Background: an optimization exercise with open tools, aiming at small area, a short achievable clock period and few clock cycles per item. Do not read the settings as production practice. Where RTL was checked, it was by simulation tests only, not by an equivalence proof against the original. Function not checked in run 1: the RTL went through the layout flow alone. No activity file was given, so power comes from the tool's default toggle rates.

==> design/flow/design.v <==
module tau_top (
	input  logic        i_clk,
	input  logic        i_rst_n,
	input  logic        i_wb_cyc,
	input  logic        i_wb_stb,
	input  logic        i_wb_we,
	input  logic [3:0]  i_wb_adr,
	input  logic [31:0] i_wb_dat,
	output logic        o_wb_ack,
	output logic [31:0] o_wb_dat,
	input  logic        i_req_rdy,
	input  logic [69:0] i_req,
	output logic        o_req_ack,
	output logic        o_addr_rdy,
	output logic [18:0] o_addr,
	input  logic        i_addr_ack
);
	function automatic logic [31:0] csa(input logic [15:0] a, input logic [15:0] b, input logic [15:0] c);
		logic [15:0] s;
		logic [15:0] y;
		s = a ^ b ^ c;
		y = (a & b) | (a & c) | (b & c);
		csa = {y[14:0], 1'b0, s};
	endfunction
	logic [3:0][15:0] base0;
	logic [3:0][15:0] base1;
	logic [3:0][15:0] pitch;
	logic [3:0][13:0] bstr;
	logic [3:0][13:0] astr;
	logic        wb_hit;
	logic        ack_r;
	logic        wq_v;
	logic [3:0]  wq_adr;
	logic [31:0] wq_dat;
	logic [31:0] wdat;
	logic [31:0] rd_word;
	logic [31:0] rd_dat_r;
	assign wb_hit = i_wb_cyc && i_wb_stb && !ack_r;
	always_ff @(posedge i_clk) begin
		wq_v   <= i_rst_n && wb_hit && i_wb_we;
		wq_adr <= i_wb_adr;
		wq_dat <= i_wb_dat;
	end
	assign wdat   = wq_dat & {32{i_rst_n}};
	for (genvar e = 0; e < 4; e++) begin : g_tab
		logic [3:0] wen;
		for (genvar w = 0; w < 4; w++) begin : g_w
			assign wen[w] = !i_rst_n || (wq_v && wq_adr == 4'(e * 4 + w));
		end
		always_ff @(posedge i_clk) begin
			if (wen[0]) begin
				base0[e] <= wdat[15:0];
				base1[e] <= wdat[31:16];
			end
			if (wen[1]) pitch[e] <= wdat[15:0];
			if (wen[2]) bstr[e]  <= wdat[13:0];
			if (wen[3]) astr[e]  <= wdat[13:0];
		end
	end
	always_comb begin
		case (i_wb_adr[1:0])
			2'd0:    rd_word = {base1[i_wb_adr[3:2]], base0[i_wb_adr[3:2]]};
			2'd1:    rd_word = {16'd0, pitch[i_wb_adr[3:2]]};
			2'd2:    rd_word = {18'd0, bstr[i_wb_adr[3:2]]};
			default: rd_word = {18'd0, astr[i_wb_adr[3:2]]};
		endcase
	end
	always_ff @(posedge i_clk) begin
		if (!i_rst_n) ack_r <= 1'b0;
		else          ack_r <= wb_hit;
	end
	always_ff @(posedge i_clk) rd_dat_r <= rd_word;
	assign o_wb_ack = ack_r;
	assign o_wb_dat = rd_dat_r;
	logic        adv;        
	logic        kv;         
	logic        ov;         
	logic        o_free;
	logic        rv;
	logic [63:0] r_ofs;      
	logic [1:0]  r_id;
	logic [1:0]  r_last_id;
	logic        r_last;
	logic        free;       
	logic [1:0]  beg;
	logic [1:0]  lst;
	logic [1:0]  nxt_id;
	logic        rv_n;
	logic        kv_n;
	logic        r_last_n;
	logic        s3_v;
	assign beg    = i_req[4:3];
	assign lst    = 2'(i_req[2:0] - 3'd1);
	assign nxt_id = r_id + 2'd1;
	assign adv    = !kv;
	assign rv_n     = i_rst_n && (free ? i_req_rdy : rv);
	assign kv_n     = i_rst_n && !o_free && (kv || (adv && s3_v));
	assign r_last_n = free ? (beg == lst) : (adv ? (nxt_id == r_last_id) : r_last);
	always_ff @(posedge i_clk) begin
		rv     <= rv_n;
		kv     <= kv_n;
		r_last <= r_last_n;
		free   <= !rv_n || (!kv_n && r_last_n);
	end
	assign o_req_ack = free;
	always_ff @(posedge i_clk) begin
		if (free) begin
			r_ofs     <= i_req[69:6];
			r_last_id <= lst;
			r_id      <= beg;
		end else if (adv) begin
			r_id      <= nxt_id;
		end
	end
	logic [27:0]            lanes;
	logic [3:0][15:0]       sh_n;
	logic [3:0][1:0][4:0]   sel_n;
	assign lanes = {bstr[r_id], astr[r_id]};
	always_comb begin
		logic [6:0] l;
		logic       dm;
		for (int k = 0; k < 4; k++) begin
			l = lanes[7*k +: 7];
			sh_n[k] = r_ofs[16*k +: 16] << l[2:0];
			for (int d = 0; d < 2; d++) begin
				dm = l[6] == 1'(d);
				sel_n[k][d][0] = dm && l[3];
				sel_n[k][d][1] = dm && l[4] && !l[3];
				sel_n[k][d][2] = dm && l[4];
				sel_n[k][d][3] = dm && (l[5] ^ l[4]);
				sel_n[k][d][4] = dm && l[5] && l[4];
			end
		end
	end
	logic                   sh_v;
	logic [1:0]             sh_id;
	logic [3:0][15:0]       sh_a;
	logic [3:0][1:0][4:0]   sh_sel;
	always_ff @(posedge i_clk) begin
		if (!i_rst_n) sh_v <= 1'b0;
		else if (adv) sh_v <= rv;
	end
	always_ff @(posedge i_clk) begin
		if (adv) begin
			sh_id  <= r_id;
			sh_a   <= sh_n;
			sh_sel <= sel_n;
		end
	end
	logic [1:0][8:0][15:0]  d_l0;
	logic [1:0][5:0][15:0]  d_l1;
	logic [1:0][3:0][15:0]  d_l2;
	logic [1:0][2:0][15:0]  d_l3;
	logic [1:0][1:0][15:0]  d_l4;
	always_comb begin
		logic [15:0] a;
		logic [4:0]  s;
		for (int d = 0; d < 2; d++) begin
			for (int k = 0; k < 4; k++) begin
				a = sh_a[k];
				s = sh_sel[k][d];
				d_l0[d][k] = (({16{s[0]}} & a) | ({16{s[1]}} & {a[14:0], 1'b0})) ^ {16{s[2]}};
				d_l0[d][4 + k] = ({16{s[3]}} & {a[13:0], 2'b0}) | ({16{s[4]}} & {a[12:0], 3'b0}) | {15'd0, s[2]};
			end
		end
		d_l0[0][8] = base0[sh_id];
		d_l0[1][8] = base1[sh_id];
		for (int d = 0; d < 2; d++) begin
			for (int g = 0; g < 3; g++) {d_l1[d][2*g+1], d_l1[d][2*g]} = csa(d_l0[d][3*g], d_l0[d][3*g+1], d_l0[d][3*g+2]);
			for (int g = 0; g < 2; g++) {d_l2[d][2*g+1], d_l2[d][2*g]} = csa(d_l1[d][3*g], d_l1[d][3*g+1], d_l1[d][3*g+2]);
			{d_l3[d][1], d_l3[d][0]} = csa(d_l2[d][0], d_l2[d][1], d_l2[d][2]);
			d_l3[d][2] = d_l2[d][3];
			{d_l4[d][1], d_l4[d][0]} = csa(d_l3[d][0], d_l3[d][1], d_l3[d][2]);
		end
	end
	logic                   s1_v;
	logic [1:0]             s1_id;
	logic [1:0][1:0][15:0]  s1_m;    
	always_ff @(posedge i_clk) begin
		if (!i_rst_n) s1_v <= 1'b0;
		else if (adv) s1_v <= sh_v;
	end
	always_ff @(posedge i_clk) begin
		if (adv) begin
			s1_id <= sh_id;
			s1_m  <= d_l4;
		end
	end
	logic [15:0]       pit;
	logic [7:0][2:0]   pb_n;     
	assign pit = pitch[s1_id];
	always_comb begin
		logic [2:0] t;
		for (int i = 0; i < 8; i++) begin
			t = {pit[2*i + 1], pit[2*i], (i == 0) ? 1'b0 : pit[2*i - 1]};
			pb_n[i][0] = t[1] ^ t[0];
			pb_n[i][1] = (t[2] && !t[1] && !t[0]) || (!t[2] && t[1] && t[0]);
			pb_n[i][2] = t[2];
		end
	end
	logic              s2_v;
	logic [1:0]        s2_id;
	logic [15:0]       s2_m1;
	logic [15:0]       s2_m0;
	logic [7:0][2:0]   s2_pb;
	always_ff @(posedge i_clk) begin
		if (!i_rst_n) s2_v <= 1'b0;
		else if (adv) s2_v <= s1_v;
	end
	always_ff @(posedge i_clk) begin
		if (adv) begin
			s2_id <= s1_id;
			s2_m1 <= s1_m[1][0] + s1_m[1][1];
			s2_m0 <= s1_m[0][0] + s1_m[0][1];
			s2_pb <= pb_n;
		end
	end
	logic [8:0][15:0]  p_l0;
	logic [5:0][15:0]  p_l1;
	logic [3:0][15:0]  p_l2;
	logic [2:0][15:0]  p_l3;
	logic [1:0][15:0]  p_l4;
	always_comb begin
		logic [15:0] row;
		for (int i = 0; i < 8; i++) begin
			row = (({16{s2_pb[i][0]}} & s2_m1) | ({16{s2_pb[i][1]}} & {s2_m1[14:0], 1'b0})) ^ {16{s2_pb[i][2]}};
			p_l0[i] = row << (2 * i);
			if (i > 0) p_l0[i][2*i - 2] = s2_pb[i - 1][2];
		end
		p_l0[8] = {1'b0, s2_pb[7][2], 14'd0};
		for (int g = 0; g < 3; g++) {p_l1[2*g+1], p_l1[2*g]} = csa(p_l0[3*g], p_l0[3*g+1], p_l0[3*g+2]);
		for (int g = 0; g < 2; g++) {p_l2[2*g+1], p_l2[2*g]} = csa(p_l1[3*g], p_l1[3*g+1], p_l1[3*g+2]);
		{p_l3[1], p_l3[0]} = csa(p_l2[0], p_l2[1], p_l2[2]);
		p_l3[2] = p_l2[3];
		{p_l4[1], p_l4[0]} = csa(p_l3[0], p_l3[1], p_l3[2]);
	end
	logic [1:0]        s3_id;
	logic [15:0]       s3_m0;
	logic [1:0][15:0]  s3_r;
	always_ff @(posedge i_clk) begin
		if (!i_rst_n) s3_v <= 1'b0;
		else if (adv) s3_v <= s2_v;
	end
	always_ff @(posedge i_clk) begin
		if (adv) begin
			s3_id <= s2_id;
			s3_m0 <= s2_m0;
			s3_r  <= p_l4;
		end
	end
	logic [1:0][15:0] q;
	logic [17:0]      item;
	logic [17:0]      o_r;
	logic [17:0]      k_r;
	assign q      = csa(s3_r[0], s3_r[1], s3_m0);
	assign item   = {q[0] + q[1], s3_id};
	assign o_free = !ov || i_addr_ack;
	always_ff @(posedge i_clk) begin
		if (!i_rst_n)    ov <= 1'b0;
		else if (o_free) ov <= kv || (adv && s3_v);
	end
	always_ff @(posedge i_clk) begin
		if (o_free) o_r <= kv ? k_r : item;
		if (adv)    k_r <= item;
	end
	assign o_addr_rdy = ov;
	assign o_addr     = {o_r[17:2], 1'b0, o_r[1:0]};
endmodule
==> design/flow/run.sh <==
#!/bin/bash
# synth_recipe.tcl (not shown) runs the flow's synth.tcl, then flattens the netlist and writes it again
# the make line also repeats each setting of config.mk as NAME=value (left out here)
make -C /OpenROAD-flow-scripts/flow DESIGN_CONFIG=/design/flow/config.mk WORK_HOME=/design/flow/orfs CLKGATE_MAP_FILE= SYNTH_SCRIPT=/design/flow/synth_recipe.tcl finish
==> design/flow/config.mk <==
export PLATFORM = sky130hd
export DESIGN_NAME = tau_top
export DESIGN_NICKNAME = tau_top
export VERILOG_FILES = /design/flow/design.v
export SDC_FILE = /design/flow/constraint.sdc
export NUM_CORES = 4
export LEC_CHECK = 0
export CAP_MARGIN = 20
export CORE_MARGIN = 2
export CORE_UTILIZATION = 40
export SLEW_MARGIN = 20
==> design/flow/constraint.sdc <==
create_clock -name core_clock -period 12.0 [get_ports {i_clk}]
set_input_delay 2.4000 -clock core_clock [delete_from_list [all_inputs] [get_ports {i_clk}]]
set_output_delay 2.4000 -clock core_clock [all_outputs]
set_load 0.01 [all_outputs]
==> results of run 1 <==
## critical path, delay by kind of cell (launching register included)
family,cells,cell delay [ns]
XOR/XNOR,5,0.80
flip-flops,1,0.93
buffers and inverters,3,0.71
multiplexers,1,0.45
adder cells (fa/ha/maj),3,1.38
## per-stage QoR
step	util, %	hold WS [ns]	setup WS [ns]	instances
after floorplan	-	0.400	3.88	2921
after global placement	42.8	0.404	6.83	4293
after detailed placement	42.8	0.405	6.81	4294
after CTS	45.5	0.396	7.42	4454
after global routing	45.5	0.394	7.27	4456
final	45.5	0.393	7.46	4457
## state kept, by name, indices dropped and copies added (netlist names), 40 cells and up
name,count
pitch,64
sh_a,64
s1_m,60
astr,56
r_ofs,64
base0,64
bstr,56
base1,64
sh_sel,40
## where the power goes
group          leakage (nW)  switching [mW]  internal [mW]
clock network          1.36            1.08           1.49
registers              7.63           0.728           4.20
logic                  8.54            4.35           3.66
total                  17.5            6.16           9.35
## kinds of logic after synthesis
| group | Yosys count |
|---|---|
| compound gates | 457 |
| xor+xnor | 289 |
| fa+ha+maj | 319 |
| buf+inv | 497 |
| flops | 758 |
| mux | 306 |
| other cells | 1 |
| simple gates | 294 |
## area by class of cell
type                       count  area, sq um
antenna                        1         2.50
inverter                     288         1090
sequential                   758        21800
clock inverter                54          495
timing repair buffer         193         1870
multi-input combinational   1666        18400
tap                         1391         1740
fill                        9203        57100
clock buffer                 106         2310
## path summary, 6_finish.rpt
path,to,depth (start not counted)
setup / recovery,s1_m[15],12
hold / removal,s2_m1[1],0
setup reg to reg,s1_m[15],12
hold reg to reg,s2_m1[1],0
## metal layers
metal | vias to the layer above | share of wire (%)
li1 | 10800 | -
met1 | 12600 | 41
met2 | 873 | 50
met3 | 160 | 5.7
met4 | 0 | 3.0
met5 | - | 0
## cell usage in the layout (no fill, tap or decap), types with 8 or more instances in the layout
cell type	Yosys	layout
edfxtp_1	661	661
o21a_1	12	12
mux4_2	162	162
mux2_2	48	48
clkinv_2	0	17
mux2i_1	94	94
dfxtp_1	97	96
clkbuf_16	0	89
nand2_1	63	63
nor2b_1	59	58
a211oi_1	11	11
a22o_1	46	46
a21o_1	10	10
nand3b_1	10	10
inv_1	287	287
clkdlybuf4s50_1	0	160
a21oi_1	39	39
nor2_1	46	46
fa_1	242	242
nand2b_1	27	27
ha_1	77	77
and2_1	49	49
clkinv_1	1	17
o21ai_0	67	51
and3_1	8	8
buf_4	11	28
xor2_1	52	52
xnor2_1	237	237
clkbuf_1	123	15
nor3_1	15	15
a22oi_1	242	242
o22ai_1	8	8
==> flow_metrics.env, run 1 <==
export IMPL_worst_slew_pin_slew_ns=1.14
export IMPL_synth_flop_cell="edfxtp_1"
export IMPL_synthAdderAreaFrac_pct=13.8
export IMPL_drcViolationCount=0
export IMPL_slew_viol_final=0
export IMPL_synth_edf_count=661
export IMPL_io_buffer_count=163
export IMPL_synth_top_family_by_area="adder cells"
export IMPL_nets=3425
export IMPL_rows=119
export IMPL_synth_largest_area_cell="edfxtp_1"
export IMPL_synth_area_top_cells="edfxtp_1 (47%), fa_1 (11%), mux4_2 (8.7%)"
export IMPL_yosysWarnings=1
export IMPL_status="finished clean"
export IMPL_ys_seq_area_share_pct=51.7
export IMPL_min_period_ns=4.54
export IMPL_setup_viol=0
export IMPL_area_growth_pct=13.2
export IMPL_gp_congestion=0.883
export IMPL_maxCapViolCount=0
export IMPL_clkSinkCount=758
export IMPL_finalHoldViolCount=0
export IMPL_synth_area_sq_um=42100
export IMPL_clkTransAtPathRegs_ns=0.06
export IMPL_vdd_drop_max_mv=0.426
export IMPL_grtUsageMet2_pct=33.8
export IMPL_fin_skew_ns=0.0668
export IMPL_path_class="register to register"
export IMPL_cts_root_buf="clkbuf_16"
export IMPL_max_stage_delay_ns=0.93
export IMPL_fin_area_sq_um=47700
export IMPL_crit_top_cell="xnor2_1"
export IMPL_synth_seq_cells=758
export IMPL_clock_path_buffers=3
export IMPL_synth_cell_type_count=57
export IMPL_dpl_instance_area_sq_um=44900
export IMPL_r2r_slack_ns=7.46
export IMPL_antenna_found_initial=0
export IMPL_die_h_um=329
export IMPL_drt_total_wl_mm=106
export IMPL_die_area_sq_um=108000
export IMPL_cts_tree="done"
export IMPL_numCtsBuffers=86
export IMPL_crit_required_ns=12.41
export IMPL_io_pins=167
export IMPL_relSlewSlack_pct=23.9
export IMPL_drive_gt1_share_pct=12.7
export IMPL_hpwlAfterDp_mm=77.8
export IMPL_cpMaxStageDelayCell="edfxtp_1"
export IMPL_first_pass_iters=6
export IMPL_p_leak_nw=17.5
export IMPL_synth_compound_area_share_pct=7.65
export IMPL_gr_usage_met3_pct=2.58
export IMPL_core_sq_um=105000
export IMPL_grt_max_degree=88
export IMPL_synth_xor_area_share_pct=6.01
export IMPL_hold_class="register to register"
export IMPL_grt_setup_unrepaired="false"
export IMPL_ctsHoldBuffers=0
export IMPL_synthTopCellsByCount="edfxtp_1 (661), inv_1 (287), a22oi_1 (242), fa_1 (242), xnor2_1 (237)"
export IMPL_p_total_mw=15.5
export IMPL_grt_overflow=0
export IMPL_synth_simple_gate_area_share_pct=3.72
export IMPL_crit_chain="buf_4, mux4_2, inv_1, fa_1, fa_1, inv_1, fa_1, xnor2_1, xnor2_1, xnor2_1, xnor2_1, xnor2_1"
export IMPL_drt_iter0_markers=2197
export IMPL_first_global_vias=25500
export IMPL_avgSynthCellArea_sq_um=14.4
export IMPL_startpoint_type="register"
export IMPL_cts_setup_buffers=0
export IMPL_grt_usage_pct=19.7
export IMPL_chipWidth_um=329
export IMPL_start_util_pct=40.2
export IMPL_top_usage_layer="met2"
export IMPL_startpoint="sh_id[1]"
export IMPL_fin_crit_sh_pct=37.8
export IMPL_vias=24400
export IMPL_clock_latency_ns=0.68
export IMPL_rr_startpoint="sh_id[1]"
export IMPL_cp_arrival_ns=4.94
export IMPL_synth_area_mux_share_pct=12.3
export IMPL_powerDensity_nw_per_um2=325
export IMPL_worst_path_max_fanout=17
export IMPL_via_per_inst=5.46
export IMPL_ys_async_sr_fraction_pct=0
export IMPL_postCtsResizedCells=0
export IMPL_max_freq_ghz=0.220
export IMPL_wl_per_cell_um=23.7
export IMPL_met1_usage_pct=25.9
export IMPL_tns_ns=0
export IMPL_synthCells=2921
export IMPL_drtAntennaViolNets=0
export IMPL_hold_path_startpoint="s1_m[33]"
export IMPL_yosysMostFrequentCell="edfxtp_1"
export IMPL_htreeDepth=3
export IMPL_grt_pass1_wl_mm=159
export IMPL_synth_top_area_share_pct=47.1
export IMPL_end_kind="register"
export IMPL_synth_fp_nets=3353
==> run 2: changes to the inputs <==
--- a/design/flow/design.v
+++ b/design/flow/design.v
@@ -149,3 +149,3 @@
 	end
-	logic [1:0][8:0][15:0]  d_l0;
+	logic [1:0][7:0][15:0]  d_l0;
 	logic [1:0][5:0][15:0]  d_l1;
@@ -165,6 +165,6 @@
 		end
-		d_l0[0][8] = base0[sh_id];
-		d_l0[1][8] = base1[sh_id];
 		for (int d = 0; d < 2; d++) begin
-			for (int g = 0; g < 3; g++) {d_l1[d][2*g+1], d_l1[d][2*g]} = csa(d_l0[d][3*g], d_l0[d][3*g+1], d_l0[d][3*g+2]);
+			for (int g = 0; g < 2; g++) {d_l1[d][2*g+1], d_l1[d][2*g]} = csa(d_l0[d][3*g], d_l0[d][3*g+1], d_l0[d][3*g+2]);
+			d_l1[d][4] = d_l0[d][6];
+			d_l1[d][5] = d_l0[d][7];
 			for (int g = 0; g < 2; g++) {d_l2[d][2*g+1], d_l2[d][2*g]} = csa(d_l1[d][3*g], d_l1[d][3*g+1], d_l1[d][3*g+2]);
@@ -178,2 +178,3 @@
 	logic [1:0][1:0][15:0]  s1_m;    
+	logic [1:0][15:0]       s1_base;
 	always_ff @(posedge i_clk) begin
@@ -186,2 +187,3 @@
 			s1_m  <= d_l4;
+			s1_base <= {base1[sh_id], base0[sh_id]};
 		end
@@ -190,2 +192,5 @@
 	logic [7:0][2:0]   pb_n;     
+	logic [1:0][1:0][15:0] m_cs;
+	assign m_cs[0] = csa(s1_m[0][0], s1_m[0][1], s1_base[0]);
+	assign m_cs[1] = csa(s1_m[1][0], s1_m[1][1], s1_base[1]);
 	assign pit = pitch[s1_id];
@@ -212,4 +217,4 @@
 			s2_id <= s1_id;
-			s2_m1 <= s1_m[1][0] + s1_m[1][1];
-			s2_m0 <= s1_m[0][0] + s1_m[0][1];
+			s2_m1 <= m_cs[1][0] + m_cs[1][1];
+			s2_m0 <= m_cs[0][0] + m_cs[0][1];
 			s2_pb <= pb_n;
==> run 2 against run 1 <==
Still clean on timing, DRC and antenna. First-iteration DRC count increased by 16%. Combinational power decreased by 1%. Non-clock buffer count increased by 5. Highest routed layer is now met5.
==> flow_metrics.env, run 2 <==
export IMPL_status="finished clean"
export IMPL_nets=3445
export IMPL_ys_async_sr_fraction_pct=0
export IMPL_reg2reg_to="s1_m[14]"
export IMPL_p_leak_nw=18.0
export IMPL_layout_common_cells="edfxtp_1 (693), inv_1 (254), a22oi_1 (244)"
export IMPL_drtAntennaViolNets=0
export IMPL_htreeDepth=3
export IMPL_io_pins=167
export IMPL_synth_top_area_share_pct=48.3
export IMPL_cts_root_buf="clkbuf_16"
export IMPL_cts_setup_buffers=0
export IMPL_area_growth_pct=13.3
export IMPL_drt_iter0_markers=2538
export IMPL_vdd_drop_max_mv=0.249
export IMPL_hold_path_startpoint="s2_m0[0]"
export IMPL_grt_setup_unrepaired="false"
export IMPL_gp_congestion=0.892
export IMPL_start_util_pct=40.3
export IMPL_wl_per_cell_um=24.9
export IMPL_synth_flop_cell="edfxtp_1"
export IMPL_synth_seq_cells=790
export IMPL_hpwlAfterDp_mm=79.4
export IMPL_synth_area_top_cells="edfxtp_1 (48%), fa_1 (11%), mux4_2 (8.3%)"
export IMPL_hold_ws_ns=0.412
export IMPL_ctsHoldBuffers=0
export IMPL_synth_largest_area_cell="edfxtp_1"
export IMPL_synthCells=2929
export IMPL_final_util_pct=45.6
export IMPL_clkSinkCount=790
export IMPL_final_common_cell="edfxtp_1"
export IMPL_grt_pass1_wl_mm=169
export IMPL_die_area_sq_um=110000
export IMPL_setup_ws_ns=7.48
export IMPL_cts_tree="done"
export IMPL_hold_class="register to register"
export IMPL_maxCapViolCount=0
export IMPL_rows=120
export IMPL_drive_gt1_share_pct=13.1
export IMPL_die_h_um=332
export IMPL_grt_usage_pct=20.5
export IMPL_numCtsBuffers=88
export IMPL_ys_seq_area_share_pct=52.8
export IMPL_synth_fp_nets=3367
export IMPL_hold_depth=0
export IMPL_core_sq_um=107000
export IMPL_yosysWarnings=1
export IMPL_io_buffer_count=163
export IMPL_worst_slew_pin_slew_ns=1.11
export IMPL_antenna_found_initial=8
export IMPL_drt_total_wl_mm=112
export IMPL_powerDensity_nw_per_um2=321
export IMPL_drcViolationCount=0
export IMPL_synthTopCellsByCount="edfxtp_1 (693), inv_1 (255), a22oi_1 (244), fa_1 (240), xnor2_1 (235)"
export IMPL_vias=24800
export IMPL_postCtsResizedCells=0
export IMPL_min_period_ns=4.52
export IMPL_tns_ns=0
export IMPL_r2r_cells=7
export IMPL_chipWidth_um=332
export IMPL_hold_end="s3_m0[0]"
export IMPL_grt_overflow=0
export IMPL_relSlewSlack_pct=25.9
export IMPL_max_freq_ghz=0.221
export IMPL_fin_skew_ns=0.0453
export IMPL_first_global_vias=26500
export IMPL_path_class="input pin to register"
export IMPL_setup_viol=0
export IMPL_dp_slack_ns=6.79
export IMPL_crit_required_ns=12.56
export IMPL_synth_cell_type_count=57
export IMPL_yosysMostFrequentCell="edfxtp_1"
export IMPL_rr_startpoint="sh_sel[12]"
export IMPL_r2r_slack_ns=7.95
export IMPL_first_pass_iters=6
export IMPL_diodes=0
export IMPL_cp_arrival_ns=5.08
export IMPL_synth_area_sq_um=43100
export IMPL_end_kind="register"
export IMPL_grt_max_degree=108
export IMPL_synth_edf_count=693
export IMPL_fin_crit_sh_pct=37.7
export IMPL_startpoint_type="input pin"
export IMPL_avgSynthCellArea_sq_um=14.7
export IMPL_clock_path_buffers=3
export IMPL_via_per_inst=5.52
export IMPL_clock_latency_ns=0.69
export IMPL_slew_viol_final=0
export IMPL_finalHoldViolCount=0
export IMPL_clkTransAtPathRegs_ns=0.06
export IMPL_worst_path_max_fanout=28
## run 2: final cells by class
class | instances | area (sq um)
repair buffers | 198 | 1900
multi-input cells | 1674 | 18600
well taps | 1403 | 1760
clock inverters | 46 | 457
flip-flops and latches | 790 | 22800
clock buffers | 117 | 2470
inverters | 255 | 965
fillers | 9370 | 58200
## run 2: worst max-delay path by stage
stage / from / endpoint / slack, ns
floorplan: kv / free / 4.59
global placement: i_wb_adr[1] / rd_dat_r[6] / 6.82
detailed placement: i_wb_adr[1] / rd_dat_r[6] / 6.79
CTS: i_wb_adr[1] / rd_dat_r[9] / 7.52
global route: i_wb_adr[1] / rd_dat_r[10] / 7.40
finish: i_wb_adr[1] / rd_dat_r[6] / 7.48
## run 2: logic make-up after synthesis
family,count (synthesis),synth area share (%)
fa+ha+maj,325,13.6
flops,790,52.8
simple gates,288,3.59
buf+inv,465,4.49
compound gates,464,7.61
mux,306,12.0
xor+xnor,290,5.89
other cells,1,0.00870
## run 2: power breakdown
part	total (mW)	leakage, nW	switching [mW]	internal (mW)
clock network	2.69	1.43	1.13	1.57
registers	5.08	7.98	0.780	4.30
logic	7.89	8.59	4.29	3.61
total	15.7	18.0	6.19	9.47
## run 2: layer usage
metal	vias up	GRT usage (%)	share of wire, %
met5	-	0	0.012
met4	2	5.89	2.3
met3	153	3.87	7.2
met2	957	34.0	49
met1	12700	27.4	42
li1	10900	-	-
## run 2: worst max-delay path, stage by stage
cell             delay (ns)
clkdlybuf4s50_1        0.45
buf_4                  0.38
nor2b_4                0.22
buf_4                  0.49
mux4_2                 0.60
mux4_2                 0.49
## run 2: metrics by stage
stage	power [mW]	instances	area, sq um
after floorplan	10.3	2929	43100
after global placement	13.1	4318	45800
after detailed placement	13.1	4318	45900
after CTS	15.9	4481	48800
after global routing	17.1	4483	48900
final	15.7	4483	48900
Testbench counts of run 2, summed over its fixed seeds: cycles 4,198, items 4,150.
==> run 3: changes to the inputs <==
==> design/flow/flow/run.sh (new file) <==
#!/bin/bash
set -euo pipefail
export BUFFER_PORTS_ARGS="-buffer_cell sky130_fd_sc_hd__buf_4"
bash standard.sh > standard.log 2>&1
==> design/flow/standard.sh (new file) <==
#!/bin/bash
# synth_recipe.tcl (not shown) runs the flow's synth.tcl, then flattens the netlist and writes it again
# the make line also repeats each setting of config.mk as NAME=value (left out here)
make -C /OpenROAD-flow-scripts/flow DESIGN_CONFIG=/design/flow/config.mk WORK_HOME=/design/flow/orfs CLKGATE_MAP_FILE= SYNTH_SCRIPT=/design/flow/synth_recipe.tcl "${@:-finish}"
--- a/design/flow/config.mk
+++ b/design/flow/config.mk
@@ -7,3 +7,3 @@
 export LEC_CHECK = 0
-export CAP_MARGIN = 20
+export CAP_MARGIN = 60
 export CORE_MARGIN = 2
removed: design/flow/run.sh
==> run 3 against run 2 <==
Sequential share of layout area decreased by 0.57 points. Sequential power decreased by 3%. Register-to-register slack improved by 0.18 ns. Maximum frequency increased by 12%. Via count increased by 1.8%. Synthesized area unchanged. Setup slack improved by 0.49 ns. Die area unchanged. Worst hold slack improved by 0.0056 ns. Clock skew increased by 0.025 ns. Highest routed layer is now met4.
==> flow_metrics.env, run 3 <==
export IMPL_yosysMostFrequentCell="edfxtp_1"
export IMPL_wl_per_cell_um=24.7
export IMPL_antenna_found_initial=4
export IMPL_synth_top_area_share_pct=48.3
export IMPL_grt_setup_unrepaired="false"
export IMPL_rows=120
export IMPL_final_common_cell="edfxtp_1"
export IMPL_drcViolationCount=0
export IMPL_crit_family="multiplexers"
export IMPL_numCtsBuffers=86
export IMPL_synth_area_top_cells="edfxtp_1 (48%), fa_1 (11%), mux4_2 (8.3%)"
export IMPL_n_fill_cell=9328
export IMPL_max_stage_delay_ns=0.60
export IMPL_ys_seq_area_share_pct=52.8
export IMPL_clock_path_buffers=3
export IMPL_fin_area_sq_um=49500
export IMPL_via_per_inst=5.54
export IMPL_avgSynthCellArea_sq_um=14.7
export IMPL_max_freq_ghz=0.248
export IMPL_io_buffer_count=163
export IMPL_worst_slew_pin_slew_ns=0.648
export IMPL_area_growth_pct=14.7
export IMPL_relSlewSlack_pct=56.8
export IMPL_first_global_vias=26600
export IMPL_synthTopCellsByCount="edfxtp_1 (693), inv_1 (255), a22oi_1 (244), fa_1 (240), xnor2_1 (235)"
export IMPL_slew_viol_final=0
export IMPL_die_h_um=332
export IMPL_crit_required_ns=12.54
export IMPL_clock_latency_ns=0.67
export IMPL_first_pass_iters=6
export IMPL_synth_fp_nets=3367
export IMPL_r2r_cells=11
export IMPL_maxCapViolCount=0
export IMPL_cts_setup_buffers=0
export IMPL_setup_viol=0
export IMPL_vias=25200
export IMPL_synth_area_sq_um=43100
export IMPL_grt_usage_pct=20.5
export IMPL_top_usage_layer="met2"
export IMPL_crit_chain="buf_4, nor2b_4, buf_4, mux4_2, mux4_2"
export IMPL_synth_flop_cell="edfxtp_1"
export IMPL_gr_usage_met3_pct=3.97
export IMPL_worst_path_max_fanout=28
export IMPL_cp_num_buf_inv=2
export IMPL_path_class="input pin to register"
export IMPL_finalHoldViolCount=0
export IMPL_nets=3517
export IMPL_cts_tree="done"
export IMPL_synth_largest_area_cell="edfxtp_1"
export IMPL_cp_arrival_ns=4.58
export IMPL_cts_root_buf="clkbuf_16"
export IMPL_drt_iter0_markers=2463
export IMPL_grt_overflow=0
export IMPL_startpoint_type="input pin"
export IMPL_critPathCapture="rd_dat_r[6]"
export IMPL_dpl_instance_area_sq_um=46600
export IMPL_grt_max_degree=55
export IMPL_fin_skew_ns=0.0699
export IMPL_clkSinkCount=790
export IMPL_synth_edf_count=693
export IMPL_drt_total_wl_mm=112
export IMPL_p_leak_nw=18.7
export IMPL_hpwlAfterDp_mm=83.6
export IMPL_reg2reg_to="s3_r[15]"
export IMPL_gp_congestion=0.926
export IMPL_core_sq_um=107000
export IMPL_die_area_sq_um=110000
export IMPL_hold_class="register to register"
export IMPL_chipWidth_um=332
export IMPL_setup_ws_ns=7.97
export IMPL_r2r_slack_ns=8.13
export IMPL_synth_seq_cells=790
export IMPL_cp_depth=5
export IMPL_drive_gt1_share_pct=20.0
export IMPL_layout_common_cells="edfxtp_1 (693), inv_1 (254), a22oi_1 (244)"
export IMPL_ctsHoldBuffers=0
export IMPL_yosysWarnings=1
export IMPL_drtAntennaViolNets=0
export IMPL_cpMaxStageDelayCell="mux4_2"
export IMPL_clkTransAtPathRegs_ns=0.06
export IMPL_hold_depth=0
export IMPL_status="finished clean"
export IMPL_synth_cell_type_count=57
export IMPL_grtUsageMet2_pct=34.1
export IMPL_dp_slack_ns=7.27
export IMPL_grt_pass1_wl_mm=169
export IMPL_io_pins=167
export IMPL_htreeDepth=3
export IMPL_min_period_ns=4.03
export IMPL_end_kind="register"
export IMPL_start_util_pct=40.3
export IMPL_synthCells=2929
export IMPL_postCtsResizedCells=0
export IMPL_vdd_drop_max_mv=0.234
export IMPL_met1_usage_pct=26.8
export IMPL_tns_ns=0
export IMPL_fin_crit_sh_pct=33.6
export IMPL_startpoint="i_wb_adr[1]"
export IMPL_powerDensity_nw_per_um2=320
export IMPL_rr_startpoint="s2_pb[8]"
export IMPL_ys_async_sr_fraction_pct=0
[run 3: power breakdown]
group          internal, mW  total [mW]  switching (mW)
Combinational          3.69        8.24            4.54
Clock                  1.57        2.67            1.10
Sequential             4.30        4.93           0.639
Total                  9.56        15.8            6.28
[run 3: worst reg2reg max path, delay by kind of cell (launching register included)]
| family | cells | cell delay, ns |
|---|---|---|
| adders and majority gates | 3 | 1.28 |
| xor gates and xnor gates | 6 | 1.18 |
| DFF | 1 | 0.74 |
| buffers and inverters | 2 | 0.41 |
[run 3: kinds of logic (layout without fill, tap and decap cells)]
group	after synthesis	in the layout	synth area share, %
buffers and inverters	465	684	4.49
muxes	306	306	12.0
other	1	2	0.00870
and+or+nand+nor	288	288	3.59
AOI/OAI and AO/OA	464	464	7.61
adders and majority gates	325	325	13.6
DFF	790	790	52.8
xor gates and xnor gates	290	290	5.89
[run 3: cell type report]
type	instances	area (sq um)	area share, %
flip-flops and latches	790	22800	46.0
multi-input cells	1674	18500	37.4
repair buffers	272	2570	5.21
clock buffers	117	2440	4.94
well taps	1403	1760	3.55
inverters	255	965	1.95
clock inverters	40	445	0.900
diodes	1	2.50	0.00506
[run 3: worst min path at each step]
stage / endpoint / slack [ns] / start
global placement: s3_id[1] / 0.41 / s2_id[1]
finish: s3_m0[15] / 0.42 / s2_m0[15]
detailed placement: s3_m0[15] / 0.41 / s2_m0[15]
floorplan: s3_id[0] / 0.40 / s2_id[0]
CTS: s3_m0[15] / 0.42 / s2_m0[15]
global route: s3_m0[15] / 0.43 / s2_m0[15]
[run 3: per-layer routing]
metal  part of all wire (%)  routed length, um
met1                     41              45800
met2                     49              54800
met3                    7.6               8510
met4                    2.9               3280
met5                      0                  0
[run 3: stage by stage]
stage,hold slack [ns],util (%),total power [mW],instances
after floorplan,0.400,-,10.3,2929
after global placement,0.405,42.4,13.1,4317
after detailed placement,0.407,43.5,13.3,4393
after CTS,0.420,46.2,16.1,4550
after global routing,0.432,46.2,17.2,4551
final,0.418,46.2,15.8,4552
==> run 4: changes to the inputs <==
--- a/design/flow/config.mk
+++ b/design/flow/config.mk
@@ -7,3 +7,3 @@
 export LEC_CHECK = 0
-export CAP_MARGIN = 60
+export CAP_MARGIN = 20
 export CORE_MARGIN = 2
==> run 4 against run 3 <==
Combinational power shrank 3.8%. Sequential share of layout area grew 0.90 points. Cell count shrank 1.6%. Setup slack lost 0.23 ns. Clock power grew 4%. Clock-buffer cell count grew 2. Wire length is essentially flat. Sequential power grew 3%. Register-to-register slack lost 0.24 ns.
==> flow_metrics.env, run 4 <==
export IMPL_synth_compound_area_share_pct=7.61
export IMPL_cts_tree="done"
export IMPL_vias=24700
export IMPL_drt_total_wl_mm=113
export IMPL_nets=3443
export IMPL_wl_met3_mm=8.98
export IMPL_cts_root_buf="clkbuf_16"
export IMPL_worst_path_max_fanout=41
export IMPL_first_global_vias=26300
export IMPL_synthTopCellsByCount="edfxtp_1 (693), inv_1 (255), a22oi_1 (244), fa_1 (240), xnor2_1 (235)"
export IMPL_drive_gt1_share_pct=17.9
export IMPL_fin_skew_ns=0.0602
export IMPL_synth_simple_gate_area_share_pct=3.59
export IMPL_ctsHoldBuffers=0
export IMPL_io_buffer_count=163
export IMPL_diodes=0
export IMPL_chipWidth_um=332
export IMPL_synth_largest_area_cell="edfxtp_1"
export IMPL_synth_area_sq_um=43100
export IMPL_cp_num_buf_inv=2
export IMPL_finalHoldViolCount=0
export IMPL_synth_cell_type_count=57
export IMPL_path_class="input pin to register"
export IMPL_met2WireLength_mm=54.7
export IMPL_rows=120
export IMPL_start_util_pct=40.3
export IMPL_cts_setup_buffers=0
export IMPL_n_fill_cell=9322
export IMPL_die_area_sq_um=110000
export IMPL_multi_input_area_sq_um=18500
export IMPL_synth_top_area_share_pct=48.3
export IMPL_status="finished clean"
export IMPL_clkSinkCount=790
export IMPL_drcViolationCount=0
export IMPL_crit_chain="buf_4, buf_4, mux4_2, mux4_2"
export IMPL_yosysWarnings=1
export IMPL_area_growth_pct=12.5
export IMPL_gp_congestion=0.926
export IMPL_min_period_ns=4.27
export IMPL_drtAntennaViolNets=0
export IMPL_tns_ns=0
export IMPL_synth_area_top_cells="edfxtp_1 (48%), fa_1 (11%), mux4_2 (8.3%)"
export IMPL_r2r_slack_ns=7.89
export IMPL_clock_latency_ns=0.68
export IMPL_grt_overflow=0
export IMPL_clkTransAtPathRegs_ns=0.06
export IMPL_htreeDepth=3
export IMPL_cp_arrival_ns=4.81
export IMPL_final_cells=4480
export IMPL_numCtsBuffers=87
export IMPL_ys_seq_area_share_pct=52.8
export IMPL_relSlewSlack_pct=26.7
export IMPL_grt_pass1_wl_mm=168
export IMPL_fin_area_sq_um=48500
export IMPL_synthAdderAreaFrac_pct=13.6
export IMPL_synth_flop_cell="edfxtp_1"
export IMPL_layout_common_cells="edfxtp_1 (693), inv_1 (254), a22oi_1 (244)"
export IMPL_hold_ws_ns=0.420
export IMPL_p_leak_nw=18.2
export IMPL_yosysMostFrequentCell="edfxtp_1"
export IMPL_via_per_inst=5.52
export IMPL_grt_setup_unrepaired="false"
export IMPL_core_sq_um=107000
export IMPL_crit_family="buffers and inverters"
export IMPL_die_h_um=332
export IMPL_grt_max_degree=106
export IMPL_ys_async_sr_fraction_pct=0
export IMPL_regArea_sq_um=22800
export IMPL_final_common_cell="edfxtp_1"
export IMPL_vdd_drop_max_mv=0.239
export IMPL_met1_length_mm=46.0
export IMPL_startpoint_type="input pin"
export IMPL_avgSynthCellArea_sq_um=14.7
export IMPL_synth_edf_count=693
export IMPL_synthCells=2929
export IMPL_drt_iter0_markers=2197
export IMPL_cpMaxStageDelayCell="buf_4"
export IMPL_dpl_instance_area_sq_um=45500
export IMPL_p_total_mw=15.8
export IMPL_slew_viol_final=0
export IMPL_hold_class="register to register"
export IMPL_dp_slack_ns=7.00
export IMPL_synth_top_family_by_area="adder cells"
export IMPL_synth_area_mux_share_pct=12.0
export IMPL_setup_ws_ns=7.73
export IMPL_antenna_found_initial=5
export IMPL_powerDensity_nw_per_um2=326
export IMPL_setup_viol=0
export IMPL_wl_per_cell_um=25.1
export IMPL_max_freq_ghz=0.234
export IMPL_final_util_pct=45.3
export IMPL_synth_fp_nets=3367
export IMPL_crit_required_ns=12.54
export IMPL_first_pass_iters=5
export IMPL_worst_slew_pin_slew_ns=1.10
export IMPL_postCtsResizedCells=0
export IMPL_highest_layer="met5"
export IMPL_maxCapViolCount=0
export IMPL_clock_path_buffers=3
export IMPL_place_inst=4318
export IMPL_max_stage_delay_ns=0.76
export IMPL_synth_xor_area_share_pct=5.89
export IMPL_synth_seq_cells=790
export IMPL_hpwlAfterDp_mm=79.3
export IMPL_end_kind="register"
export IMPL_io_pins=167
export IMPL_grt_usage_pct=20.4
export IMPL_fin_crit_sh_pct=35.6
-- run 4: changes by cell type in the layout (fill, tap and decap cells not counted), moves of 6 or more --
cell and change:
buf_16 -9, buf_12 -8, bufinv_16 +6, buf_6 -51, clkinv_2 -7
-- run 4: report_power, final --
group | internal, mW | switching (mW)
Combinational | 3.58 | 4.35
Sequential | 4.30 | 0.799
Clock | 1.67 | 1.11
-- run 4: cell families after synthesis --
| group | count (synthesis) |
|---|---|
| AND/OR/NAND/NOR | 288 |
| other | 1 |
| XOR/XNOR | 290 |
| flip-flops | 790 |
| buffers and inverters | 465 |
| adder cells (fa/ha/maj) | 325 |
| multiplexers | 306 |
| AO/OA/AOI/OAI | 464 |
-- run 4: path summary, 6_finish.rpt --
path | from | endpoint | cells past startpoint
worst max-delay path | i_wb_adr[2] | rd_dat_r[0] | 4
worst min-delay path | s2_m0[15] | s3_m0[15] | 0
worst max register to register | sh_sel[2] | s1_m[14] | 7
worst min register to register | s2_m0[15] | s3_m0[15] | 0
-- run 4: metal layers --
metal | GRT usage, % | vias to the layer above
met2 | 33.8 | 980
met1 | 26.8 | 12700
met3 | 4.45 | 170
li1 | - | 10900
met5 | 0 | -
met4 | 6.27 | 2
-- run 4: area by class of cell --
type / count / area share, %
repair buffers: 197 / 3.11
well taps: 1403 / 3.62
clock inverters: 42 / 1.27
clock buffers: 119 / 4.94
inverters: 255 / 1.99
multi-input cells: 1674 / 38.2
flip-flops and latches: 790 / 46.9
==> run 5: changes to the inputs <==
--- a/design/flow/design.v
+++ b/design/flow/design.v
@@ -36,2 +36,3 @@
 	logic [31:0] rd_word;
+	logic [3:0][31:0] rd_w;
 	logic [31:0] rd_dat_r;
@@ -60,8 +61,11 @@
 	always_comb begin
-		case (i_wb_adr[1:0])
-			2'd0:    rd_word = {base1[i_wb_adr[3:2]], base0[i_wb_adr[3:2]]};
-			2'd1:    rd_word = {16'd0, pitch[i_wb_adr[3:2]]};
-			2'd2:    rd_word = {18'd0, bstr[i_wb_adr[3:2]]};
-			default: rd_word = {18'd0, astr[i_wb_adr[3:2]]};
-		endcase
+		for (int e = 0; e < 4; e++) begin
+			case (i_wb_adr[1:0])
+				2'd0:    rd_w[e] = {base1[e], base0[e]};
+				2'd1:    rd_w[e] = {16'd0, pitch[e]};
+				2'd2:    rd_w[e] = {18'd0, bstr[e]};
+				default: rd_w[e] = {18'd0, astr[e]};
+			endcase
+		end
+		rd_word = rd_w[i_wb_adr[3:2]];
 	end
@@ -84,2 +88,3 @@
 	logic        free;       
+	logic        ack_n;      
 	logic [1:0]  beg;
@@ -103,4 +108,5 @@
 		free   <= !rv_n || (!kv_n && r_last_n);
-	end
-	assign o_req_ack = free;
+		ack_n  <= rv_n && (kv_n || !r_last_n);
+	end
+	assign o_req_ack = !ack_n;
 	always_ff @(posedge i_clk) begin
--- a/design/flow/config.mk
+++ b/design/flow/config.mk
@@ -7,5 +7,7 @@
 export LEC_CHECK = 0
-export CAP_MARGIN = 20
+export CAP_MARGIN = 60
 export CORE_MARGIN = 2
 export CORE_UTILIZATION = 40
+export CTS_CLUSTER_DIAMETER = 100
+export CTS_CLUSTER_SIZE = 27
 export SLEW_MARGIN = 20
==> run 5 against run 4 <==
Synthesized area is 0.15% higher. Cell count is 0.20% lower. Maximum frequency is 13% higher. Register-to-register slack better by 0.43 ns. Critical path type unchanged. Flip-flop and latch count is 1 higher. Setup slack better by 0.50 ns. Non-clock buffer count is 50 higher. Clock-buffer cell count is 60 lower. Global-route usage is 1.1 points lower. Synthesized cell count is 1.3% higher. Largest cell class unchanged. Largest power group unchanged. Sequential power is 3% lower.
==> flow_metrics.env, run 5 <==
export IMPL_synthTopCellsByCount="edfxtp_1 (693), inv_1 (265), a22oi_1 (244), fa_1 (240), xnor2_1 (237)"
export IMPL_io_buffer_count=163
export IMPL_switching_share_pct=41.2
export IMPL_core_sq_um=107000
export IMPL_synth_cell_type_count=57
export IMPL_layout_common_cells="edfxtp_1 (693), inv_1 (264), a22oi_1 (244)"
export IMPL_yosysWarnings=1
export IMPL_met1_usage_pct=26.5
export IMPL_nets=3476
export IMPL_die_area_sq_um=111000
export IMPL_postCtsResizedCells=0
export IMPL_vias=24200
export IMPL_synth_seq_cells=791
export IMPL_start_util_pct=40.3
export IMPL_clock_path_buffers=3
export IMPL_p_int_mw=8.47
export IMPL_drive_gt1_share_pct=16.1
export IMPL_relSlewSlack_pct=51.1
export IMPL_clock_latency_ns=0.64
export IMPL_max_freq_ghz=0.265
export IMPL_grt_usage_pct=19.3
export IMPL_ctsHoldBuffers=0
export IMPL_final_common_cell="edfxtp_1"
export IMPL_synth_edf_count=693
export IMPL_grt_setup_unrepaired="false"
export IMPL_max_stage_delay_ns=0.55
export IMPL_gr_usage_met3_pct=3.04
export IMPL_min_period_ns=3.77
export IMPL_regArea_sq_um=22800
export IMPL_end_kind="register"
export IMPL_synth_area_top_cells="edfxtp_1 (48%), fa_1 (11%), mux4_2 (8.1%)"
export IMPL_status="finished clean"
export IMPL_gp_congestion=0.908
export IMPL_slew_viol_final=0
export IMPL_fin_skew_ns=0.0381
export IMPL_first_global_vias=24700
export IMPL_cpMaxStageDelayCell="mux4_2"
export IMPL_startpoint_type="input pin"
export IMPL_p_total_mw=14.4
export IMPL_multi_input_area_sq_um=18500
export IMPL_ys_async_sr_fraction_pct=0
export IMPL_hold_class="register to register"
export IMPL_worst_path_max_fanout=34
export IMPL_crit_required_ns=12.51
export IMPL_fin_crit_sh_pct=31.4
export IMPL_hpwlAfterDp_mm=79.2
export IMPL_cts_tree="done"
export IMPL_synth_largest_area_cell="edfxtp_1"
export IMPL_grt_max_degree=90
export IMPL_power_frac_clock_pct=10.5
export IMPL_yosysMostFrequentCell="edfxtp_1"
export IMPL_cts_setup_buffers=0
export IMPL_antenna_found_initial=2
export IMPL_clkSinkCount=791
export IMPL_grt_overflow=0
export IMPL_drcViolationCount=0
export IMPL_die_h_um=333
export IMPL_synth_flop_cell="edfxtp_1"
export IMPL_synth_area_sq_um=43200
export IMPL_wl_per_cell_um=24.0
export IMPL_drt_iter0_markers=2124
export IMPL_p_leak_nw=17.7
export IMPL_io_pins=167
export IMPL_maxCapViolCount=0
export IMPL_ys_seq_area_share_pct=52.7
export IMPL_synthCells=2966
export IMPL_n_fill_cell=9490
export IMPL_synth_top_area_share_pct=48.2
export IMPL_seqPwrFrac_pct=34.5
export IMPL_cp_arrival_ns=4.28
export IMPL_grtUsageMet2_pct=32.0
export IMPL_clkTransAtPathRegs_ns=0.10
export IMPL_via_per_inst=5.42
export IMPL_path_class="input pin to register"
export IMPL_vdd_drop_max_mv=0.229
export IMPL_drt_total_wl_mm=107
export IMPL_grt_pass1_wl_mm=160
export IMPL_combPwrFrac_pct=55.0
export IMPL_drtAntennaViolNets=0
export IMPL_worst_slew_pin_slew_ns=0.724
export IMPL_first_pass_iters=6
export IMPL_finalHoldViolCount=0
export IMPL_numCtsBuffers=37
export IMPL_crit_chain="buf_4, buf_16, buf_4, buf_12, mux4_2, mux4_2"
export IMPL_synth_fp_nets=3404
export IMPL_rows=120
export IMPL_htreeDepth=2
export IMPL_cts_root_buf="clkbuf_16"
export IMPL_top_usage_layer="met2"
export IMPL_setup_viol=0
export IMPL_chipWidth_um=333
export IMPL_powerDensity_nw_per_um2=303
export IMPL_avgSynthCellArea_sq_um=14.6
export IMPL_tns_ns=0
export IMPL_area_growth_pct=9.92
export IMPL_switchingPower_mw=5.94
run 5: kinds of logic (layout without fill, tap and decap cells):
logic type,Yosys count,count (layout),synth area share (%)
other,1,2,0.00868
multiplexers,312,312,11.9
XOR/XNOR,295,295,5.98
adder cells (fa/ha/maj),325,325,13.6
buffers and inverters,479,580,4.63
AND/OR/NAND/NOR,281,281,3.39
AO/OA/AOI/OAI,482,482,7.81
flip-flops,791,791,52.7
run 5: per-stage QoR:
stage / worst slack [ns] / area [sq um] / util [%] / hold slack, ns / std cells
after floorplan: 4.25 / 43200 / - / 0.400 / 2966
after global placement: 7.21 / 45500 / 42.5 / 0.404 / 4349
after detailed placement: 7.57 / 46300 / 43.3 / 0.405 / 4402
after CTS: 8.23 / 47500 / 44.3 / 0.422 / 4470
after global routing: 8.16 / 47500 / 44.3 / 0.435 / 4470
final: 8.23 / 47500 / 44.3 / 0.427 / 4471
run 5: cell type report:
class,instances,area share [%]
clock buffers,59,2.19
multi-input cells,1696,38.9
repair buffers,247,4.89
well taps,1403,3.70
flip-flops and latches,791,48.0
clock inverters,9,0.242
inverters,265,2.11
diodes,1,0.00527
run 5: power by group through the flow:
stage / clock network [mW] / registers, mW / logic (mW)
after global placement: 0 / 5.09 / 7.71
final: 1.52 / 4.97 / 7.92
after detailed placement: 0 / 5.02 / 7.99
after floorplan: 0 / 4.56 / 5.74
after CTS: 1.56 / 4.96 / 8.05
after global routing: 1.65 / 5.03 / 8.99
run 5: worst max-delay path: cells and delay by family:
| family | cells | cell delay, ns |
|---|---|---|
| buffers and inverters | 4 | 0.81 |
| muxes | 2 | 1.03 |
run 5: worst paths after layout:
path / startpoint / to / slack, ns / cells past startpoint
hold reg to reg: s2_m0[13] / s3_m0[13] / 0.43 / 0
hold / removal: s2_m0[13] / s3_m0[13] / 0.43 / 0
setup reg to reg: s2_m1[3] / s3_r[15] / 8.32 / 11
setup / recovery: i_wb_adr[0] / rd_dat_r[5] / 8.23 / 6
run 5: per-layer routing:
layer  part of all wire (%)  wire, um  vias up
met1                     42     45600    12400
met5                  0.014        15        -
met4                    2.4      2580        2
met3                    6.4      6820      107
met2                     49     52300      807
li1                       -         -    10900
Testbench counts of run 5, summed over its fixed seeds: cycles 4,198, items 4,150.
==> run 6: changes to the inputs <==
--- a/design/flow/config.mk
+++ b/design/flow/config.mk
@@ -10,4 +10,4 @@
 export CORE_UTILIZATION = 40
-export CTS_CLUSTER_DIAMETER = 100
-export CTS_CLUSTER_SIZE = 27
+export CTS_CLUSTER_DIAMETER = 70
+export CTS_CLUSTER_SIZE = 30
 export SLEW_MARGIN = 20
==> run 6 against run 5 <==
Combinational power barely moved. Non-clock buffer count did not move. Largest cell class unchanged. Still clean. Highest routed layer is now met4. Clock skew grew 0.018 ns. Critical path depth did not move. Synthesized cell count unchanged. Critical path type unchanged. Clock-buffer cell count fell by 8.
==> flow_metrics.env, run 6 <==
export IMPL_synth_fp_nets=3404
export IMPL_first_global_vias=24700
export IMPL_crit_family="multiplexers"
export IMPL_crit_chain="buf_4, buf_16, buf_4, buf_12, mux4_2, mux4_2"
export IMPL_vias=24300
export IMPL_tns_ns=0
export IMPL_ys_seq_area_share_pct=52.7
export IMPL_crit_required_ns=12.52
export IMPL_yosysMostFrequentCell="edfxtp_1"
export IMPL_powerDensity_nw_per_um2=307
export IMPL_yosysWarnings=1
export IMPL_final_common_cell="edfxtp_1"
export IMPL_path_class="input pin to register"
export IMPL_synth_seq_cells=791
export IMPL_grt_pass1_wl_mm=160
export IMPL_grt_setup_unrepaired="false"
export IMPL_drt_total_wl_mm=107
export IMPL_fin_skew_ns=0.0564
export IMPL_fin_crit_sh_pct=31.1
export IMPL_die_h_um=333
export IMPL_p_total_mw=14.7
export IMPL_clock_latency_ns=0.66
export IMPL_hpwlAfterDp_mm=79.2
export IMPL_synth_cell_type_count=57
export IMPL_finalHoldViolCount=0
export IMPL_io_buffer_count=163
export IMPL_drcViolationCount=0
export IMPL_drive_gt1_share_pct=16.9
export IMPL_cpMaxStageDelayCell="mux4_2"
export IMPL_grt_overflow=0
export IMPL_diodes=0
export IMPL_startpoint_type="input pin"
export IMPL_max_freq_ghz=0.268
export IMPL_cp_arrival_ns=4.26
export IMPL_numCtsBuffers=44
export IMPL_core_sq_um=107000
export IMPL_r2r_cells=11
export IMPL_via_per_inst=5.43
export IMPL_maxCapViolCount=0
export IMPL_grt_max_degree=90
export IMPL_cts_setup_buffers=0
export IMPL_synth_area_top_cells="edfxtp_1 (48%), fa_1 (11%), mux4_2 (8.1%)"
export IMPL_start_util_pct=40.3
export IMPL_avgSynthCellArea_sq_um=14.6
export IMPL_synth_area_sq_um=43200
export IMPL_p_leak_nw=18.0
export IMPL_grt_usage_pct=19.2
export IMPL_n_fill_cell=9453
export IMPL_cp_depth=6
export IMPL_rows=120
export IMPL_synth_edf_count=693
export IMPL_r2r_slack_ns=8.31
export IMPL_gp_congestion=0.908
export IMPL_worst_slew_pin_slew_ns=0.722
export IMPL_drt_iter0_markers=2422
export IMPL_max_stage_delay_ns=0.54
export IMPL_io_pins=167
export IMPL_end_kind="register"
export IMPL_dpl_instance_area_sq_um=46300
export IMPL_antenna_found_initial=2
export IMPL_clkTransAtPathRegs_ns=0.10
export IMPL_hold_depth=0
export IMPL_wl_per_cell_um=23.9
export IMPL_cts_tree="done"
export IMPL_clock_path_buffers=3
export IMPL_clkSinkCount=791
export IMPL_drtAntennaViolNets=0
export IMPL_layout_common_cells="edfxtp_1 (693), inv_1 (264), a22oi_1 (244)"
export IMPL_slew_viol_final=0
export IMPL_min_period_ns=3.74
export IMPL_postCtsResizedCells=0
export IMPL_htreeDepth=2
export IMPL_ctsHoldBuffers=0
export IMPL_nets=3483
export IMPL_synth_top_area_share_pct=48.2
export IMPL_synthCells=2966
export IMPL_synth_largest_area_cell="edfxtp_1"
export IMPL_worst_path_max_fanout=34
export IMPL_first_pass_iters=6
export IMPL_synth_flop_cell="edfxtp_1"
export IMPL_ys_async_sr_fraction_pct=0
export IMPL_chipWidth_um=333
export IMPL_status="finished clean"
export IMPL_cp_num_buf_inv=4
export IMPL_vdd_drop_max_mv=0.224
export IMPL_setup_viol=0
export IMPL_cts_root_buf="clkbuf_16"
export IMPL_area_growth_pct=11.0
export IMPL_die_area_sq_um=111000
export IMPL_fin_area_sq_um=47900
export IMPL_relSlewSlack_pct=51.3
export IMPL_hold_class="register to register"
export IMPL_synthTopCellsByCount="edfxtp_1 (693), inv_1 (265), a22oi_1 (244), fa_1 (240), xnor2_1 (237)"
[run 6: cell counts after synthesis]
Identical to the previous run, type by type.
[run 6: worst register-to-register path, cell delays in order (launching register included)]
cell and delay (ns):
edfxtp_1 0.71, a22oi_1 0.20, xor2_1 0.19, fa_1 0.54, inv_1 0.06, fa_1 0.49, fa_1 0.40, xor2_1 0.16
xnor2_1 0.19, xnor2_1 0.16, xnor2_1 0.17, xnor2_1 0.15
[run 6: power by group]
part	total, mW	switching [mW]	leakage, nW	internal (mW)
Clock	1.81	1.00	0.774	0.805
Combinational	7.91	4.36	9.21	3.55
Sequential	4.97	0.679	7.99	4.29
Total	14.7	6.04	18.0	8.65
[run 6: final timing paths]
check | from | to
max | i_wb_adr[0] | rd_dat_r[9]
min | s2_m0[13] | s3_m0[13]
max reg2reg | s2_m1[4] | s3_r[15]
min reg2reg | s2_m0[13] | s3_m0[13]
[run 6: per-layer routing]
layer	global-route usage, %	vias to the layer above	part of all wire (%)	wire length, um
met5	0	-	0	0
met4	4.85	0	2.4	2590
met3	3.17	107	6.6	7080
met2	32.0	820	49	52300
met1	26.3	12500	42	45300
li1	-	10900	-	-
[run 6: final cells by class]
| cell class | instances | area [sq um] | share of cell area, % |
|---|---|---|---|
| sequential | 791 | 22800 | 47.5 |
| multi-input combinational | 1696 | 18500 | 38.5 |
| timing repair buffer | 247 | 2320 | 4.85 |
| tap | 1403 | 1760 | 3.66 |
| clock buffer | 51 | 1160 | 2.43 |
| inverter | 265 | 1000 | 2.09 |
| clock inverter | 30 | 444 | 0.927 |
[run 6: cells by family after synthesis]
logic type	synth area share (%)
XOR/XNOR	5.98
AO/OA/AOI/OAI	7.81
multiplexers	11.9
AND/OR/NAND/NOR	3.39
other	0.00868
adder cells (fa/ha/maj)	13.6
buffers and inverters	4.63
flip-flops	52.7
[run 6: metrics by stage]
| stage | hold slack, ns | instances | setup slack (ns) | util (%) |
|---|---|---|---|---|
| finish | 0.386 | 4483 | 8.26 | 44.8 |
| global route | 0.385 | 4483 | 8.15 | 44.8 |
| CTS | 0.381 | 4483 | 8.25 | 44.8 |
| detailed placement | 0.405 | 4402 | 7.57 | 43.3 |
| global placement | 0.404 | 4349 | 7.21 | 42.5 |
| floorplan | 0.400 | 2966 | 4.25 | - |
==> run 7: changes to the inputs <==
--- a/design/flow/config.mk
+++ b/design/flow/config.mk
@@ -10,4 +10,3 @@
 export CORE_UTILIZATION = 40
-export CTS_CLUSTER_DIAMETER = 70
-export CTS_CLUSTER_SIZE = 30
+export CTS_CLUSTER_SIZE = 25
 export SLEW_MARGIN = 20
==> run 7 against run 6 <==
Largest power group unchanged. Synthesized area stayed put. Global-route usage up 0.29 points. Sequential power hardly changed. Sequential share of layout area fell by 1.3 points. Flip-flop and latch count unchanged. Via count rose by 1.2%. Still clean. Critical path depth is the same. Synthesized cell count did not move. Register-to-register slack better by 0.03 ns. Worst hold slack better by 0.027 ns. Non-clock buffer count unchanged.
==> flow_metrics.env, run 7 <==
export IMPL_fin_crit_sh_pct=31.1
export IMPL_synth_cell_type_count=57
export IMPL_wl_per_cell_um=23.8
export IMPL_synth_top_family_by_area="adder cells"
export IMPL_area_growth_pct=14.0
export IMPL_finalHoldViolCount=0
export IMPL_first_global_vias=25200
export IMPL_ys_async_sr_fraction_pct=0
export IMPL_synth_largest_area_cell="edfxtp_1"
export IMPL_antenna_found_initial=1
export IMPL_dp_slack_ns=7.57
export IMPL_synth_seq_cells=791
export IMPL_synth_area_top_cells="edfxtp_1 (48%), fa_1 (11%), mux4_2 (8.1%)"
export IMPL_synthTopCellsByCount="edfxtp_1 (693), inv_1 (265), a22oi_1 (244), fa_1 (240), xnor2_1 (237)"
export IMPL_clkSinkCount=791
export IMPL_grt_pass1_wl_mm=162
export IMPL_fin_area_sq_um=49200
export IMPL_regArea_sq_um=22800
export IMPL_drtAntennaViolNets=0
export IMPL_multi_input_area_sq_um=18500
export IMPL_slew_viol_final=0
export IMPL_gp_congestion=0.908
export IMPL_final_cells=4558
export IMPL_io_buffer_count=163
export IMPL_ctsHoldBuffers=0
export IMPL_layout_common_cells="edfxtp_1 (693), inv_1 (264), a22oi_1 (244)"
export IMPL_cp_arrival_ns=4.26
export IMPL_vdd_drop_max_mv=0.224
export IMPL_min_period_ns=3.74
export IMPL_p_leak_nw=18.6
export IMPL_synth_fp_nets=3404
export IMPL_htreeDepth=3
export IMPL_cts_setup_buffers=0
export IMPL_drt_total_wl_mm=109
export IMPL_numCtsBuffers=84
export IMPL_synthAdderAreaFrac_pct=13.6
export IMPL_yosysWarnings=1
export IMPL_via_per_inst=5.40
export IMPL_n_fill_cell=9342
export IMPL_setup_viol=0
export IMPL_yosysMostFrequentCell="edfxtp_1"
export IMPL_r2r_slack_ns=8.34
export IMPL_vias=24600
export IMPL_synth_area_mux_share_pct=11.9
export IMPL_avgSynthCellArea_sq_um=14.6
export IMPL_synth_compound_area_share_pct=7.81
export IMPL_startpoint_type="input pin"
export IMPL_grt_setup_unrepaired="false"
export IMPL_status="finished clean"
export IMPL_drt_iter0_markers=2393
export IMPL_tns_ns=0
export IMPL_hold_class="register to register"
export IMPL_synthCells=2966
export IMPL_clock_path_buffers=3
export IMPL_hold_path_startpoint="s2_m0[13]"
export IMPL_rr_startpoint="s2_m1[4]"
export IMPL_nets=3523
export IMPL_die_h_um=333
export IMPL_fin_skew_ns=0.0339
export IMPL_hold_end="s3_m0[13]"
export IMPL_maxCapViolCount=0
export IMPL_synth_area_sq_um=43200
export IMPL_hpwlAfterDp_mm=79.2
export IMPL_path_class="input pin to register"
export IMPL_chipWidth_um=333
export IMPL_final_util_pct=46.0
export IMPL_io_pins=167
export IMPL_setup_ws_ns=8.26
export IMPL_hold_depth=0
export IMPL_cts_root_buf="clkbuf_16"
export IMPL_r2r_cells=11
export IMPL_reg2reg_to="s3_r[15]"
export IMPL_grt_usage_pct=19.5
export IMPL_die_area_sq_um=111000
export IMPL_postCtsResizedCells=0
export IMPL_final_common_cell="edfxtp_1"
export IMPL_synth_flop_cell="edfxtp_1"
export IMPL_worst_path_max_fanout=34
export IMPL_worst_slew_pin_slew_ns=0.709
export IMPL_core_sq_um=107000
export IMPL_relSlewSlack_pct=52.1
export IMPL_synth_edf_count=693
export IMPL_grt_max_degree=90
export IMPL_ys_seq_area_share_pct=52.7
export IMPL_drive_gt1_share_pct=18.4
export IMPL_start_util_pct=40.3
export IMPL_synth_top_area_share_pct=48.2
export IMPL_cts_tree="done"
export IMPL_crit_required_ns=12.52
export IMPL_place_inst=4402
export IMPL_first_pass_iters=7
export IMPL_clock_latency_ns=0.65
export IMPL_end_kind="register"
export IMPL_grt_overflow=0
export IMPL_max_freq_ghz=0.268
export IMPL_dpl_instance_area_sq_um=46300
export IMPL_rows=120
export IMPL_synth_xor_area_share_pct=5.98
export IMPL_drcViolationCount=0
export IMPL_clkTransAtPathRegs_ns=0.06
export IMPL_powerDensity_nw_per_um2=316
export IMPL_synth_simple_gate_area_share_pct=3.39
[run 7: cell counts after synthesis]
No cell type changed its count.
[run 7: per-stage QoR]
| stage | hold slack [ns] | total power, mW |
|---|---|---|
| global placement | 0.404 | 12.8 |
| finish | 0.413 | 15.6 |
| global route | 0.429 | 16.9 |
| floorplan | 0.400 | 10.3 |
| detailed placement | 0.405 | 13.0 |
| CTS | 0.419 | 15.8 |
[run 7: per-layer routing]
| layer | GRT usage, % | part of all wire, % | wire, um |
|---|---|---|---|
| met1 | 26.5 | 42 | 45400 |
| met2 | 32.1 | 48 | 52600 |
| met3 | 3.42 | 7.0 | 7580 |
| met4 | 5.82 | 2.7 | 2980 |
| met5 | 0 | 0 | 0 |
[run 7: worst max path at each step]
stage / start / to / slack [ns] / cells after the start
final: i_wb_adr[0] / rd_dat_r[9] / 8.26 / 6
after global routing: i_wb_adr[0] / rd_dat_r[5] / 8.18 / 6
after CTS: i_wb_adr[0] / rd_dat_r[5] / 8.26 / 6
after detailed placement: i_wb_adr[0] / rd_dat_r[9] / 7.57 / 6
after global placement: i_wb_adr[0] / rd_dat_r[5] / 7.21 / 4
after floorplan: kv / o_r[17] / 4.25 / 5
[run 7: area by class of cell]
class	instances	share of cell area, %
clock inverters	36	0.811
flip-flops and latches	791	46.2
well taps	1403	3.56
inverters	265	2.04
repair buffers	247	4.72
multi-input cells	1696	37.5
diodes	2	0.0102
clock buffers	118	5.12
[run 7: power breakdown]
group	internal [mW]	leakage [nW]	switching, mW	total, mW
logic	3.55	9.21	4.34	7.89
registers	4.30	7.99	0.680	4.98
clock network	1.60	1.43	1.09	2.70
[run 7: worst max-delay path, cell delays in order]
cell and delay, ns:
buf_4 0.11, buf_16 0.23, buf_4 0.22, buf_12 0.25
mux4_2 0.54, mux4_2 0.49
[run 7: cells by family after synthesis]
family,Yosys count
AND/OR/NAND/NOR,281
other,1
XOR/XNOR,295
adder cells (fa/ha/maj),325
multiplexers,312
flip-flops,791
buffers and inverters,479
AO/OA/AOI/OAI,482

afterwards: timing with drivers on the ports:
How much do the figures lean on ideal ports? The routed layouts below were timed once more, with nothing changed but the port constraints.
Step 1 assumes that a clkbuf_16 drives the clock port and a buf_2 every other input.
Step 2 moves the port delays by t, midway between the first and last clock arrival at a register: inputs arrive t later, outputs are due t later. That takes back most of the time a late clock gives input paths.
a / b / c = no drivers / after step 1 / after step 2; a / b = the first two.
| run | t (ns) | setup slack, ns | worst setup path after step 2 | worst slew at a driven data input, ns | cell pins on the clock port's net |
|---|---|---|---|---|---|
| run 1 | 0.720 | 7.461 / 7.461 / 6.805 | input to register | 0.05 | 1 |
| run 2 | 0.730 | 7.479 / 7.521 / 6.791 | input to register | 0.05 | 1 |
| run 3 | 0.705 | 7.966 / 8.010 / 7.305 | input to register | 0.05 | 1 |
| run 4 | 0.727 | 7.734 / 7.783 / 7.056 | input to register | 0.05 | 1 |
| run 5 | 0.692 | 8.232 / 8.239 / 7.547 | input to register | 0.08 | 1 |
| run 6 | 0.710 | 8.262 / 8.227 / 7.565 | input to register | 0.08 | 1 |
| run 7 | 0.701 | 8.265 / 8.241 / 7.578 | input to register | 0.08 | 1 |
After both steps setup and hold are still met in every run listed. The setup slack of run 6, which loses most, moves by -0.035 ns with the drivers and by -0.697 ns with both steps.
